This is an optimization exercise on Yosys and OpenROAD, whose aim is small area, a short achievable clock period and few clock cycles per item, not a production implementation. Only simulation tests tie the RTL to the original design; equivalence was not proved. No activity file was given, so power comes from the tool's default toggle rates.

## design/flow/run.sh

```bash
#!/bin/bash
# synth_recipe.tcl (not shown) runs the flow's synth.tcl, then flattens the netlist and writes it again
# the make line also repeats each setting of config.mk as NAME=value (left out here)
make -C /OpenROAD-flow-scripts/flow DESIGN_CONFIG=/design/flow/config.mk WORK_HOME=/design/flow/orfs CLKGATE_MAP_FILE= SYNTH_SCRIPT=/design/flow/synth_recipe.tcl finish
```

## design/flow/config.mk

```make
export PLATFORM = sky130hd
export DESIGN_NAME = cache_top
export DESIGN_NICKNAME = cache_top
export VERILOG_FILES = /design/flow/design.v
export SDC_FILE = /design/flow/constraint.sdc
export NUM_CORES = 4
export LEC_CHECK = 0
export CAP_MARGIN = 20
export CORE_MARGIN = 2
export CORE_UTILIZATION = 22
export PLACE_DENSITY = 0.26
export SLEW_MARGIN = 20
```

## design/flow/constraint.sdc

```tcl
create_clock -name core_clock -period 10.0 [get_ports {clk}]
set_input_delay 2.0000 -clock core_clock [delete_from_list [all_inputs] [get_ports {clk}]]
set_output_delay 2.0000 -clock core_clock [all_outputs]
set_load 0.01 [all_outputs]
```

## design/flow/design.v

```verilog
`timescale 1ns/1ps
module cache_ctrl #(
  parameter int INDEX_WIDTH = 4,
  parameter int TAG_WIDTH   = 25
) (
  input  logic                  clk,
  input  logic                  reset_n,
  input  logic [31:0]           address,
  input  logic [31:0]           din,
  input  logic                  rden,
  input  logic                  wren,
  input  logic                  hit,
  input  logic [1:0]            hit_way,
  input  logic [31:0]           rd_word,
  input  logic [1:0]            victim_way,
  input  logic [TAG_WIDTH-1:0]  victim_tag,
  input  logic                  victim_dirty,
  input  logic [63:0]           victim_block,
  input  logic [63:0]           mq,
  output logic                  hit_miss,
  output logic [31:0]           q,
  output logic                  mrden,
  output logic [31:0]           mrdaddress,
  output logic                  mwren,
  output logic [31:0]           mwraddress,
  output logic [63:0]           mdout,
  output logic                  word_write,
  output logic                  touch,
  output logic                  fill,
  output logic [1:0]            victim_sel,
  output logic [63:0]           fill_block,
  output logic [31:0]           wr_word
);
  localparam int OFFSET_WIDTH = 3;
  localparam logic [2:0] IDLE       = 3'd0;   
  localparam logic [2:0] VICTIM     = 3'd1;   
  localparam logic [2:0] WRITE_BACK = 3'd2;   
  localparam logic [2:0] FETCH      = 3'd3;   
  localparam logic [2:0] FETCH_WAIT = 3'd4;   
  localparam logic [2:0] REFILL     = 3'd5;   
  logic [2:0]              state;
  logic                    req;
  logic                    idle_hit;
  logic [INDEX_WIDTH-1:0]  index;
  assign req      = rden | wren;
  assign idle_hit = (state == IDLE) && req && hit;
  assign index    = address[OFFSET_WIDTH +: INDEX_WIDTH];
  assign touch      = idle_hit;
  assign word_write = idle_hit && wren;
  assign wr_word    = din;
  assign fill       = (state == REFILL);
  assign fill_block = mq;
  always_ff @(posedge clk or negedge reset_n) begin
    if (!reset_n) begin
      state      <= IDLE;
      hit_miss   <= 1'b0;
      mrden      <= 1'b0;
      mwren      <= 1'b0;
      victim_sel <= 2'd0;
    end else begin
      hit_miss <= 1'b0;   
      mrden    <= 1'b0;
      mwren    <= 1'b0;
      case (state)
        IDLE: begin
          if (idle_hit) begin
            hit_miss <= 1'b1;
          end else if (req) begin
            victim_sel <= victim_way;
            state      <= VICTIM;
          end
        end
        VICTIM: begin
          state <= victim_dirty ? WRITE_BACK : FETCH;
        end
        WRITE_BACK: begin
          mwren <= 1'b1;
          state <= FETCH;
        end
        FETCH: begin
          mrden <= 1'b1;
          state <= FETCH_WAIT;
        end
        FETCH_WAIT: begin
          state <= REFILL;   
        end
        REFILL: begin
          state <= IDLE;     
        end
        default: begin
          state <= IDLE;
        end
      endcase
    end
  end
  always_ff @(posedge clk) begin
    if (idle_hit && rden) begin
      q <= rd_word;
    end
    if (state == WRITE_BACK) begin
      mdout      <= victim_block;
      mwraddress <= {victim_tag, index, 3'b000};
    end
    if (state == FETCH) begin
      mrdaddress <= {address[31:OFFSET_WIDTH], 3'b000};
    end
  end
endmodule
`timescale 1ns/1ps
module cache_tag_array #(
  parameter int INDEX_WIDTH = 4,
  parameter int TAG_WIDTH   = 25
) (
  input  logic                  clk,
  input  logic                  reset_n,
  input  logic [31:0]           address,
  input  logic [1:0]            victim_sel,
  input  logic                  word_write,
  input  logic                  fill,
  output logic                  hit,
  output logic [1:0]            hit_way,
  output logic [3:0]            valid_bits,   
  output logic [TAG_WIDTH-1:0]  victim_tag,
  output logic                  victim_dirty
);
  localparam int OFFSET_WIDTH = 3;
  localparam int NUM_WAYS     = 4;
  localparam int NUM_SETS     = 1 << INDEX_WIDTH;
  logic [NUM_SETS*NUM_WAYS-1:0]  valid;
  logic [NUM_SETS*NUM_WAYS-1:0]  dirty;
  logic [TAG_WIDTH-1:0]          tags [NUM_SETS*NUM_WAYS];
  logic [INDEX_WIDTH-1:0]        index;
  logic [TAG_WIDTH-1:0]          addr_tag;
  logic [NUM_WAYS-1:0]           way_match;
  assign index    = address[OFFSET_WIDTH +: INDEX_WIDTH];
  assign addr_tag = address[31 -: TAG_WIDTH];
  always_comb begin
    for (int w = 0; w < NUM_WAYS; w++) begin
      way_match[w] = valid[{index, 2'(w)}] && (tags[{index, 2'(w)}] == addr_tag);
    end
  end
  assign hit = |way_match;
  always_comb begin
    hit_way = 2'd0;
    for (int w = NUM_WAYS - 1; w >= 0; w--) begin
      if (way_match[w]) begin
        hit_way = 2'(w);
      end
    end
  end
  assign valid_bits   = valid[{index, 2'b00} +: NUM_WAYS];
  assign victim_tag   = tags[{index, victim_sel}];
  assign victim_dirty = dirty[{index, victim_sel}];
  always_ff @(posedge clk or negedge reset_n) begin
    if (!reset_n) begin
      valid <= '0;
      dirty <= '0;
    end else if (fill) begin
      valid[{index, victim_sel}] <= 1'b1;
      dirty[{index, victim_sel}] <= 1'b0;   
    end else if (word_write) begin
      dirty[{index, hit_way}] <= 1'b1;
    end
  end
  always_ff @(posedge clk) begin
    if (fill) begin
      tags[{index, victim_sel}] <= addr_tag;
    end
  end
endmodule
`timescale 1ns/1ps
module cache_data_array #(
  parameter int INDEX_WIDTH = 4
) (
  input  logic         clk,
  input  logic [31:0]  address,
  input  logic [1:0]   hit_way,
  input  logic [1:0]   victim_sel,
  input  logic         word_write,
  input  logic [31:0]  wr_word,
  input  logic         fill,
  input  logic [63:0]  fill_block,
  output logic [31:0]  rd_word,
  output logic [63:0]  victim_block
);
  localparam int OFFSET_WIDTH = 3;
  localparam int NUM_WAYS     = 4;
  localparam int NUM_SETS     = 1 << INDEX_WIDTH;
  logic [31:0]             lo_words [NUM_SETS*NUM_WAYS];
  logic [31:0]             hi_words [NUM_SETS*NUM_WAYS];
  logic [INDEX_WIDTH-1:0]  index;
  logic                    word_sel;    
  assign index    = address[OFFSET_WIDTH +: INDEX_WIDTH];
  assign word_sel = address[2];
  assign rd_word      = word_sel ? hi_words[{index, hit_way}] : lo_words[{index, hit_way}];
  assign victim_block = {hi_words[{index, victim_sel}], lo_words[{index, victim_sel}]};
  always_ff @(posedge clk) begin
    if (fill) begin
      lo_words[{index, victim_sel}] <= fill_block[31:0];   
    end else if (word_write && !word_sel) begin
      lo_words[{index, hit_way}] <= wr_word;
    end
  end
  always_ff @(posedge clk) begin
    if (fill) begin
      hi_words[{index, victim_sel}] <= fill_block[63:32];
    end else if (word_write && word_sel) begin
      hi_words[{index, hit_way}] <= wr_word;
    end
  end
endmodule
`timescale 1ns/1ps
module cache_lru #(
  parameter int INDEX_WIDTH = 4
) (
  input  logic         clk,
  input  logic         reset_n,
  input  logic [31:0]  address,
  input  logic [3:0]   valid_bits,
  input  logic [1:0]   hit_way,
  input  logic [1:0]   victim_sel,
  input  logic         touch,
  input  logic         fill,
  output logic [1:0]   victim_way
);
  localparam int OFFSET_WIDTH = 3;
  localparam int NUM_WAYS     = 4;
  localparam int NUM_SETS     = 1 << INDEX_WIDTH;
  localparam logic [7:0] INIT_AGES = {2'd2, 2'd3, 2'd1, 2'd0};
  logic [7:0]              ages [NUM_SETS];
  logic [7:0]              set_ages;
  logic [INDEX_WIDTH-1:0]  index;
  logic                    upd;
  logic [1:0]              upd_way;
  logic [1:0]              upd_age;
  assign index    = address[OFFSET_WIDTH +: INDEX_WIDTH];
  assign set_ages = ages[index];
  assign upd      = touch | fill;
  assign upd_way  = fill ? victim_sel : hit_way;
  assign upd_age  = set_ages[2*upd_way +: 2];
  always_comb begin
    victim_way = 2'd0;
    for (int w = NUM_WAYS - 1; w >= 0; w--) begin
      if (set_ages[2*w +: 2] == 2'd3) begin
        victim_way = 2'(w);
      end
    end
    for (int w = NUM_WAYS - 1; w >= 0; w--) begin
      if (!valid_bits[w]) begin
        victim_way = 2'(w);
      end
    end
  end
  always_ff @(posedge clk or negedge reset_n) begin
    if (!reset_n) begin
      for (int s = 0; s < NUM_SETS; s++) begin
        ages[s] <= INIT_AGES;
      end
    end else if (upd) begin
      for (int w = 0; w < NUM_WAYS; w++) begin
        if (2'(w) == upd_way) begin
          ages[index][2*w +: 2] <= 2'd0;   
        end else if (set_ages[2*w +: 2] <= upd_age) begin
          ages[index][2*w +: 2] <= set_ages[2*w +: 2] + 2'd1;
        end
      end
    end
  end
endmodule
`timescale 1ns/1ps
module cache_top #(
  parameter int INDEX_WIDTH = 4
) (
  input  logic         clk,
  input  logic         reset_n,
  input  logic [31:0]  address,      
  input  logic [31:0]  din,
  input  logic         rden,
  input  logic         wren,
  input  logic [63:0]  mq,           
  output logic         hit_miss,
  output logic [31:0]  q,
  output logic         mrden,
  output logic [31:0]  mrdaddress,
  output logic         mwren,
  output logic [31:0]  mwraddress,
  output logic [63:0]  mdout
);
  localparam int TAG_WIDTH = 32 - INDEX_WIDTH - 3;
  logic                  hit;
  logic [1:0]            hit_way;
  logic [31:0]           rd_word;
  logic [1:0]            victim_way;
  logic [1:0]            victim_sel;
  logic [TAG_WIDTH-1:0]  victim_tag;
  logic                  victim_dirty;
  logic [63:0]           victim_block;
  logic [3:0]            valid_bits;
  logic                  word_write;
  logic                  touch;
  logic                  fill;
  logic [63:0]           fill_block;
  logic [31:0]           wr_word;
  cache_ctrl #(.INDEX_WIDTH(INDEX_WIDTH), .TAG_WIDTH(TAG_WIDTH)) u_ctrl (
    .clk          (clk),
    .reset_n      (reset_n),
    .address      (address),
    .din          (din),
    .rden         (rden),
    .wren         (wren),
    .hit          (hit),
    .hit_way      (hit_way),
    .rd_word      (rd_word),
    .victim_way   (victim_way),
    .victim_tag   (victim_tag),
    .victim_dirty (victim_dirty),
    .victim_block (victim_block),
    .mq           (mq),
    .hit_miss     (hit_miss),
    .q            (q),
    .mrden        (mrden),
    .mrdaddress   (mrdaddress),
    .mwren        (mwren),
    .mwraddress   (mwraddress),
    .mdout        (mdout),
    .word_write   (word_write),
    .touch        (touch),
    .fill         (fill),
    .victim_sel   (victim_sel),
    .fill_block   (fill_block),
    .wr_word      (wr_word)
  );
  cache_tag_array #(.INDEX_WIDTH(INDEX_WIDTH), .TAG_WIDTH(TAG_WIDTH)) u_tags (
    .clk          (clk),
    .reset_n      (reset_n),
    .address      (address),
    .victim_sel   (victim_sel),
    .word_write   (word_write),
    .fill         (fill),
    .hit          (hit),
    .hit_way      (hit_way),
    .valid_bits   (valid_bits),
    .victim_tag   (victim_tag),
    .victim_dirty (victim_dirty)
  );
  cache_data_array #(.INDEX_WIDTH(INDEX_WIDTH)) u_data (
    .clk          (clk),
    .address      (address),
    .hit_way      (hit_way),
    .victim_sel   (victim_sel),
    .word_write   (word_write),
    .wr_word      (wr_word),
    .fill         (fill),
    .fill_block   (fill_block),
    .rd_word      (rd_word),
    .victim_block (victim_block)
  );
  cache_lru #(.INDEX_WIDTH(INDEX_WIDTH)) u_lru (
    .clk          (clk),
    .reset_n      (reset_n),
    .address      (address),
    .valid_bits   (valid_bits),
    .hit_way      (hit_way),
    .victim_sel   (victim_sel),
    .touch        (touch),
    .fill         (fill),
    .victim_way   (victim_way)
  );
endmodule
```

==> notes.md <==
## area by class of cell
class,instances,area share (%)
inverters,65,0.0872
well taps,16800,6.03
flip-flops and latches,6114,52.3
repair buffers,2446,7.96
diodes,260,0.187
multi-input cells,12500,26.2
clock buffers,1039,6.15
clock inverters,420,1.09
## path summary, 6_finish.rpt
| path | cells past startpoint | slack [ps] | to | startpoint |
|---|---|---|---|---|
| max | 26 | 730 | u_ctrl.q[14] | address[4] |
| min | 1 | 470 | u_tags.valid[61] | u_tags.valid[61] |
| max reg2reg | 19 | 2310 | u_ctrl.q[8] | u_tags.tags[7][19] |
| min reg2reg | 1 | 470 | u_tags.valid[61] | u_tags.valid[61] |
| max in group asynchronous | 2 | 7690 | u_ctrl.mrden | reset_n |
| min in group asynchronous | 1 | 750 | u_tags.dirty[29] | reset_n |
## power groups by stage
stage,clock network [uW],registers [uW],logic (uW)
finish,29100,28900,12200
global route,30500,28900,12300
CTS,29700,28900,12100
detailed placement,0,29400,12100
global placement,0,29400,12100
floorplan,0,29400,4520
## flip-flops by register name, summed over array words and instances, names as in the netlist
name               cells
u_ctrl.mwraddress     29
u_tags.dirty          64
u_ctrl.hit_miss        1
u_tags.tags         1600
u_ctrl.mrdaddress     29
u_ctrl.victim_sel      2
u_data.lo_words     2048
u_data.hi_words     2048
u_tags.valid          64
u_ctrl.state           3
u_ctrl.mrden           1
u_ctrl.mwren           1
u_ctrl.mdout          64
u_ctrl.q              32
u_lru.ages           128
## worst max-delay path: stages
cell and delay, ps:
buf_8 510, buf_4 340, buf_4 210, and2_2 760, buf_4 330, a221oi_2 110
buf_4 150, xor2_1 590, buf_4 280, nand4_1 170, nor4_1 570, buf_4 250
a22oi_1 140, buf_12 200, nor3_4 680, buf_12 270, buf_12 240, mux2i_1 220
mux2_2 160, o211ai_1 170, nor4_2 510, buf_4 210, o2111ai_1 230, buf_4 260
and3_1 210, buf_12 160
## cell usage after synthesis, types with 65 or more instances
master    instances  area share [%]
o22ai_1         456             1.0
mux4_2          439             3.5
nand4_1         225            0.50
buf_1           298            0.40
nor3_1          136            0.24
o22a_1           74            0.23
buf_6            78            0.31
a22oi_1        1604             4.3
mux2i_1        1124             4.0
buf_4           107            0.29
mux2_2          460             1.9
o21bai_1         65            0.17
and3_1          122            0.27
edfxtp_1       5850              63
buf_2           288            0.52
a31oi_1         566             1.3
a22o_1          412             1.3
a21oi_1         800             1.4
nand3_1         788             1.4
clkbuf_1        907             1.2
nor4_1           84            0.19
xnor2_1          83            0.26
o21ai_0         546            0.98
a221oi_1        624             2.0
nand2_1        2233             3.0
dfrtp_1         200             1.8
o211ai_1         89            0.24
nor2_1          676            0.91
a211oi_1         83            0.22
## metal layers
layer / vias to the layer above / track usage (%)
met5: - / 0
met4: 32 / 13.1
met3: 2410 / 3.99
met2: 11700 / 49.3
met1: 122000 / 40.9
li1: 85900 / -
## cell families (layout without fill, tap and decap cells)
| group | Yosys count | count (layout) | share of synthesized area [%] |
|---|---|---|---|
| flops | 6114 | 6114 | 65.3 |
| buf+inv | 1755 | 3970 | 2.89 |
| mux | 2041 | 2041 | 9.50 |
| compound gates | 5855 | 5855 | 14.8 |
| simple gates | 4452 | 4452 | 7.05 |
| fa+ha+maj | 20 | 20 | 0.0896 |
| xor+xnor | 96 | 96 | 0.301 |
| other cells | 1 | 266 | 0.00134 |
## through the flow
step                total power, uW  instance area, um^2
detailed placement            41500               323000
global placement              41500               323000
global route                  71700               348000
floorplan                     33900               279000
CTS                           70700               348000
finish                        70100               349000
==> notes.md <==
hold_ws=468 ps; initial antenna violation count=311; Top Ports=295; syn_area_per_cell=13.7 um^2; CP Capture Type=register; pre-CTS WS=-370 ps; number of flops mapped to enable cells by yosys=5850; FILL cells=129000; RePlAce Congestion=0.865; post-route ant nets=0; post-placement cell count=37900; sequential cell area=182000 um^2; P_leak=0.111 uW; area of the multi-input gates=91400 um^2; Max Used Layer=met5; vias=222000; worst min path class=register to register; Die W=1.13 mm; Core Util, Final=27.6%; RSZ-0062 raised after global routing=false; Hold Buf Count CTS=0; fmax=108 MHz; Avg Vias per Cell=5.60; Psw=21700 uW; CTS Sinks=6114; CP startpoint kind=input port; maximum clock path buffer count=5; Max FO, Critical Path=34; most frequent cells in the layout=edfxtp_1, nand2_1, a22oi_1; drt wl/cell=50.9 um; Worst EP required=10980 ps; CTS resizes=0; DIE AREA=1280000 um^2; Rel. slew slack=11.5%; IO buf count=286; clk latency of the worst-skew pair=1240 ps; Arr. time, crit path=10250 ps; drt first pass iters=8; kind of critical path=input port to register; Final min period=9270 ps; largest net degree at the start of global routing=83; drt drc=0; setup ws final=734 ps; CTS tree=built; routed length on met1=866 mm; Post-synth top flop=edfxtp_1; layout cell share with drive strength beyond 1=20.7%; max-slew violation count=0; hpwl dp=1360 mm; Flop pwr share=41.2%; final number of hold-violating endpoints=0; VDD IR max=0.169 mV; Clk pwr share=41.5%; WL met2=933 mm; cell area after synthesis=279000 um^2; initial core utilization=22.1%; Setup Viol. Count Final=0; Chip Height=1.13 mm; clock transition at the registers of the reported paths=60 ps; asr flop ratio synth=4.32%; H-tree depth=6; Post-CTS Setup Inserts=0; sw frac=30.9%; gr usage total=30.5%; root buffer cell=clkbuf_16; logic gate share of total power=17.3%; global-route wire length before repair=2530 mm; number of max-cap violations=0; met3 WL=118 mm; number of global-route vias before repair=215000; worst-margin pin slew=1310 ps; GRT overflow=0; Synth cell types=111; Pwr Density=201 nW/um^2; Post-Route Setup TNS=0 ps; Layout Cells excl Fill=39600; P_int=48400 uW; starting DRC count in detailed routing=30200; synth-to-layout area growth=24.9%; Final #Nets=22100; Yosys reg bits=6114; Syn. warnings=5; most common cell after layout, fill and taps aside=edfxtp_1; FP Rows=413; Setup Skew=91.1 ps; Period Utilization, post-route=92.7%; status=timing/DRC/antenna clean; Gate Count Post-Synth=20300; core box area=1260000 um^2; CTS buffer count=802; sequential element share of the synthesized area=65.3%; drt total wl=2020 mm
Testbench counts, summed over its fixed seeds: cycles 44,525, requests 12,000.

==> what the ideal ports hide <==
No port has a modelled driver above. Below, the same layout with a new extraction and two added sets of constraints.
Step 1: set_driving_cell puts a clkbuf_16 on clk and a buf_2 on each other input, an assumption about the parent block.
Step 2 moves the port delays by t, midway between the first and last clock arrival at a register: inputs arrive t later, outputs are due t later. That takes back most of the time a late clock gives input paths.
Slacks: ideal ports / drivers / drivers and shift; pairs: ideal ports / drivers.
t, ns: 1.377
setup slack, ns: 0.734 / 0.860 / -0.518
hold WS [ns]: 0.468 / 0.468 / 0.468
worst setup path at the end: input to register
Met with ideal ports but missed after step 2: setup timing in this run. For this run, drivers alone change the setup slack by +0.126 ns; drivers and shift together by -1.252 ns.
